What follows belongs to an exercise in optimizing a design on an open flow for small area, a short achievable clock period and few clock cycles per item; a production flow would make more cautious choices.
RTL that was checked went through simulation tests only; none was proved equivalent to the original.
Power figures rest on the tool's default switching activity, not on a simulated workload.

Design tap_tempo_averager_core, start of the top module:
module tap_tempo_averager_core #(
    parameter int COUNT_WIDTH = 16,
    parameter int TIME_WIDTH  = 32,
    parameter int FRAC_BITS   = 8
) (
    input  logic                               aclk,
    input  logic                               aresetn,
    input  logic                               s_tvalid,
    output logic                               s_tready,
    input  logic [((TIME_WIDTH+7)/8)*8-1:0]    s_tdata,
    input  logic                               s_tuser,
    output logic                               m_tvalid,
    input  logic                               m_tready,
    output logic [47:0]                        m_tdata,
    output logic [2:0]                         m_tuser,
    input  logic                               cfg_we,
    input  logic [7:0]                         cfg_wdata
);
export LEC_CHECK = 0
export CAP_MARGIN = 20
export CORE_MARGIN = 2
export CORE_UTILIZATION = 40
export SLEW_MARGIN = 20
export TNS_END_PERCENT = 5
create_clock -name core_clock -period 10.0 [get_ports {aclk}]
standard.sh (not shown) runs the stock make flow with config.mk's settings and CLKGATE_MAP_FILE= SYNTH_SCRIPT=/design/flow/synth_recipe.tcl, a recipe that flattens the netlist after the stock synthesis.
==> flow/flow/run.sh <==
#!/bin/bash
set -euo pipefail
bash standard.sh SETUP_SLACK_MARGIN=6.5 finish > standard_flow.log 2>&1
Edit:
--- a/flow/design.v
+++ b/flow/design.v
@@ -83,22 +83,21 @@
                 cgt_n = ta[j] & ~cpair[j];
                 clt_n = ~ta[j] & cpair[j];
             end
         end
     end
     assign tcl = big ? 16'd0 : ((ovf || cgt_n) ? ceilq : ta);
+    logic [19:0] t15q, t15c;
+    logic [11:0] c15;
+    assign t15q = {ta, 4'd0} - {4'd0, ta};
+    assign c15  = {ceil_r, 4'd0} - {4'd0, ceil_r};
+    assign t15c = {c15, 8'd0};
     assign ceilq = {ceil_r, 8'd0};
     assign big   = |da[31:24];
     assign ovf   = (da[31:8] == 24'd0) && (da[7:0] <= 8'd234);
     logic a_acc, b_take;
-    logic        a_gap;
-    logic [31:0] a_sum;
-    assign a_gap = (a_st == A_GAP);
-    assign a_sum = (a_gap ? da : {8'd0, da[23:0]})
-                 + (a_gap ? ~prev : {7'd0, da[23:0], 1'b0})
-                 + {31'd0, a_gap};
     assign s_tready = rdy;
     assign a_acc    = s_tvalid && s_tready;
     always_ff @(posedge aclk) begin
         if (!aresetn) begin
             a_st  <= A_IDLE;
             a_cyc <= '0;
@@ -132,17 +131,18 @@
             endcase
         end
     end
     always_ff @(posedge aclk) begin
         case (a_st)
             A_IDLE: da <= s_tdata[31:0];
-            A_GAP:  da <= a_sum;
+            A_GAP:  da <= da - prev;
             default: ;
         endcase
         case (a_st)
-            A_G3:   if (!hv) d3 <= a_sum[25:0];
+            A_G3:   if (!hv) d3 <= {1'b0, da[23:0], 1'b0} + {2'b0, da[23:0]};
+            A_M15:  d3 <= big ? 26'd0 : ((ovf || cgt_n) ? {6'd0, t15c} : {6'd0, t15q});
             default: ;
         endcase
         case (a_st)
             A_GAP:  ra <= 24'(TNUM >> TSTEPS);
             A_DIV:  ra <= ra_nx;
             default: ;
@@ -215,16 +215,18 @@
     logic [35:0] s15_acc;
     logic [ASTEPS-1:0] anum_bits;
     logic [K-1:0] asel, bq, bbits;
     logic [15:0] rb_nx;
     logic        sat_eff;
     logic [20:0] s15_lo;
+    logic [15:0] s15_hi1;
     assign sat_eff   = (b_st == B_FIN) ? (count >= 16'hFFFE) : nsat;
     assign nsel      = {count[15:1], count[0] & ~nsat};
-    assign s15_lo    = {1'b0, s15[19:0]} + {1'b0, ta, 4'd0} - {5'd0, ta};
-    assign s15_acc   = sat_eff ? s15 : {s15[35:20] + 16'(s15_lo[20]), s15_lo[19:0]};
+    assign s15_lo    = {1'b0, s15[19:0]} + {1'b0, d3[19:0]};
+    assign s15_hi1   = s15[35:20] + 16'd1;
+    assign s15_acc   = sat_eff ? s15 : {(s15_lo[20] ? s15_hi1 : s15[35:20]), s15_lo[19:0]};
     assign anum_bits = {s15[ASTEPS-3:0], 2'b00};
     always_comb begin
         logic [17:0] x;
         logic [18:0] s1, s2, s3;
         asel = '0;
         for (int k = 1; k < ACYC; k++)
@@ -324,16 +326,18 @@
     assign wlo     = lt40_n;
     assign rhi     = gt120_n || (!lt120_n && (c || q30lo_n || (r30_n != 4'd0) || u0_n));
     assign whi     = gt90_n  || (!lt90_n  && (c || (r90_n != 2'd0) || (r30_n != 4'd0) || u0_n));
     assign restart = rlo | rhi;
     assign st_res  = restart ? 3'd3 : ((wlo | whi) ? 3'd2 : 3'd1);
     logic b_load, b_short, b_done, b_adv;
-    logic b_take_i, b_load_f;
+    logic b_take_i, b_load_f, b_ldf_spec, b_ld_any;
     assign b_take_i = (b_st == B_IDLE) && hv && (!mv || !(hclr || count == 16'd0));
     assign b_short  = b_take_i && (hclr || count == 16'd0);
-    assign b_load_f = (b_st == B_FIN) && hv && !hclr && !restart;
+    assign b_ldf_spec = (b_st == B_FIN) && hv && !hclr;
+    assign b_load_f = b_ldf_spec && !restart;
+    assign b_ld_any = (b_take_i && !b_short) || b_ldf_spec;
     assign b_load   = (b_take_i && !b_short) || b_load_f;
     assign b_take   = b_take_i || b_load_f;
     assign b_adv   = !(cyc_is(bth, 1) && mv);
     assign b_done  = (b_st == B_FIN);
     always_ff @(posedge aclk) begin
         if (!aresetn) begin
@@ -344,13 +348,13 @@
                 B_DIV:  if (b_adv && bth[ACYC-2]) b_st <= B_FIN;
                 default: b_st <= b_load_f ? B_DIV : B_IDLE;
             endcase
         end
     end
     always_ff @(posedge aclk) begin
-        if (b_load) begin
+        if (b_ld_any) begin
             rb    <= 16'(s15_acc >> (ASTEPS - 2));
             bbits <= s15_acc[ASTEPS-3 -: K];
             ts    <= TSW'(ta);
             bth   <= '0;
             r30   <= '0;  r90 <= '0;  r40 <= '0;  r3 <= '0;
             gt30  <= 1'b0; lt30 <= 1'b0; gt90 <= 1'b0; lt90 <= 1'b0;
@@ -391,13 +395,13 @@
                     nsat  <= 1'b0;
                     s15   <= '0;
                 end else begin
                     if (!nsat) count <= count + 16'd1;
                     if (count < 16'hFFFE) n3 <= n3 + 18'd3;
                     if (count == 16'hFFFE) nsat <= 1'b1;
-                    if (b_load_f) s15 <= s15_acc;
+                    if (b_ldf_spec) s15 <= s15_acc;
                 end
             end else if (b_load) begin
                 s15 <= s15_acc;
             end
         end
     end
Effect: Hold slack improved by 15 ps. Cell area went up by a few percent. Setup slack improved by 680 ps. Final cell count went up by a little under a tenth. Die area went up by a few percent. Critical path depth went down by 6. First-iteration DRC count went down by a little under a tenth. Synthesized area went up by a few percent. Non-clock buffer count went up by 9. Power went up by a quarter to a third.
Function was not checked in any run of this note: the RTL went through the layout flow alone.

* * *

Setup of try-tundra:
Another version of the RTL of tap_tempo_averager_core (not shown whole).
Size: ~3400 cells after synthesis, about 350 flip-flops, about 99 I/O pins.
Settings: LEC_CHECK=0, CAP_MARGIN=20, CORE_MARGIN=2, CORE_UTILIZATION=40, SLEW_MARGIN=20, TNS_END_PERCENT=5; clock period 10.0 ns.
Scripts as last shown in full above: flow/flow/run.sh
try-tundra: all stages complete, timing, DRC and antenna checks passed
Input changes introduced in try-sierra (baseline for comparison: try-tundra):
--- a/flow/design.v
+++ b/flow/design.v
@@ -313,58 +313,25 @@
                 x40   = {r40_n, u};
                 q40   = x40 >= 4'd5;
                 r40_n = q40 ? 3'(x40 - 4'd5) : x40[2:0];
                 if (!gt40_n && !lt40_n)   begin gt40_n  = q40 & ~t3; lt40_n  = ~q40 & t3; end
                 if (!gt120_n && !lt120_n) begin gt120_n = q30 & ~t3; lt120_n = ~q30 & t3; end
             end
         end
         ts_n = ts << K;
     end
-    logic [1:0] hlo_n, hA_n, hg90_n, hl90_n, hB_n;
-    logic [1:0] hlo, hA, hg90, hl90, hB;
-    always_comb begin
-        logic       q30h, q90h, tf;
-        logic [4:0] x30h;
-        logic [2:0] x90h;
-        logic [3:0] r30h;
-        logic [1:0] r90h;
-        tf = ts_n[TSW-1];                 
-        for (int h = 0; h < 2; h++) begin
-            x30h = {r30_n, h[0]};
-            q30h = x30h >= 5'd15;
-            r30h = q30h ? 4'(x30h - 5'd15) : x30h[3:0];
-            x90h = {r90_n, q30h};
-            q90h = x90h >= 3'd3;
-            r90h = q90h ? 2'(x90h - 3'd3) : x90h[1:0];
-            hlo_n[h]  = (gt30_n || lt30_n) ? lt30_n : (~q30h & tf);
-            hg90_n[h] = (gt90_n || lt90_n) ? gt90_n : (q90h & ~tf);
-            hl90_n[h] = (gt90_n || lt90_n) ? lt90_n : (~q90h & tf);
-            hA_n[h]   = q30lo_n || q30h || (r30h != 4'd0);
-            hB_n[h]   = (r90h != 2'd0) || (r30h != 4'd0);
-        end
-    end
-    always_ff @(posedge aclk) begin
-        if (b_st == B_DIV && bth[ACYC-2]) begin
-            hlo  <= hlo_n;
-            hA   <= hA_n;
-            hg90 <= hg90_n;
-            hl90 <= hl90_n;
-            hB   <= hB_n;
-        end
-    end
-    logic c, rlo, rhi, wlo, whi, restart, u1;
+    logic c, rlo, rhi, wlo, whi, restart;
     logic [2:0] st_res;
-    assign u1      = ud[1];
     assign c       = (rb != 16'd0);
-    assign rlo     = hlo[u1];
-    assign wlo     = lt40;
-    assign rhi     = gt120 || (!lt120 && (c || hA[u1] || ud[0]));
-    assign whi     = hg90[u1] || (!hl90[u1] && (c || hB[u1] || ud[0]));
+    assign rlo     = lt30_n;
+    assign wlo     = lt40_n;
+    assign rhi     = gt120_n || (!lt120_n && (c || q30lo_n || (r30_n != 4'd0) || u0_n));
+    assign whi     = gt90_n  || (!lt90_n  && (c || (r90_n != 2'd0) || (r30_n != 4'd0) || u0_n));
     assign restart = rlo | rhi;
     assign st_res  = restart ? 3'd3 : ((wlo | whi) ? 3'd2 : 3'd1);
     logic b_load, b_short, b_done, b_adv;
     logic b_take_i, b_load_f, b_ldf_spec, b_ld_any;
     assign b_take_i = (b_st == B_IDLE) && hv && (!mv || !(hclr || count == 16'd0));
     assign b_short  = b_take_i && (hclr || count == 16'd0);
     assign b_ldf_spec = (b_st == B_FIN) && hv && !hclr;
     assign b_load_f = b_ldf_spec && !restart;
     assign b_ld_any = (b_take_i && !b_short) || b_ldf_spec;
@@ -450,17 +417,17 @@
         end else if (b_st == B_DIV && cyc_is(bth, 1) && !mv) begin
             lt <= 12'((({1'b0, ts[15:0], 2'b0} + {3'b0, ts[15:0]}) + 19'd64) >> 7);
             at <= at_n;
             aw <= aw_n;
         end else if (b_st == B_DIV && bth[1]) begin
             at <= at_n;
             aw <= aw_n;
         end else if (b_done) begin
             status <= st_res;
-            at <= at + 12'(cat);
-            aw <= aw + 8'(caw);
+            at <= at_n + 12'(cat_n);
+            aw <= aw_n + 8'(caw_n);
         end
     end
     assign m_tvalid = mv;
     assign m_tdata  = {count, aw, at, lt};
     assign m_tuser  = status;
 endmodule
## What came out
Against try-tundra, try-sierra reports a cell area after technology mapping that is lower. try-sierra vs try-tundra: CTS buffer count down in try-sierra. Utilization in try-sierra is 0.25 points higher than in try-tundra. try-tundra → try-sierra: vias after detailed routing went up about 0.7%; average routed wire per standard cell went up about 0.6%; wire length on met3 went up about 7%; detailed placement HPWL went up 850 um. In try-sierra relative to try-tundra, post-route total power had gone up by a few percent. ~same adder and majority gate portion of the synthesized area in try-sierra and try-tundra. Diff try-tundra -> try-sierra | overall global routing resource usage | increase of 0.23 points. Final routed wirelength across all metal layers: try-tundra vs try-sierra — no meaningful difference.
Testbench counts of try-sierra, summed over its fixed seeds: cycles 38,642, items 3,200.
No functional check of the RTL was part of try-tundra.

-- static timing again, ports no longer ideal --
No port has a modelled driver above. Below, the same layouts with a new extraction and two added sets of constraints. Step 1: set_driving_cell puts a clkbuf_16 on aclk and a buf_2 on each other input, an assumption about the parent block. Step 2 adds t to the input delays and takes it off the output delays; t is the mean of the earliest and latest rising clock arrival at the registers after step 1. Input paths then give back, and output paths get back, about the clock's delay inside the block. Slacks: ideal / step 1 / step 2; pairs: ideal / step 1.
run	t (ns)	setup slack, ns	worst setup path after step 2	clock arrival spread, ns	pins driven straight from the clock port
the first run of note 1	0.651	5.615 / 5.615 / 5.615	register to register	0.026 / 0.025	1
the second run of note 1	0.647	6.297 / 6.297 / 5.814	input to register	0.030 / 0.031	1
try-tundra	0.645	6.004 / 6.004 / 5.958	input to register	0.020 / 0.020	1
try-sierra	0.635	6.385 / 6.351 / 6.153	input to register	0.026 / 0.027	1
After both steps setup and hold are still met in every run listed. The setup slack of the second run of note 1, which loses most, moves by 0.000 ns with the drivers and by -0.483 ns with both steps.
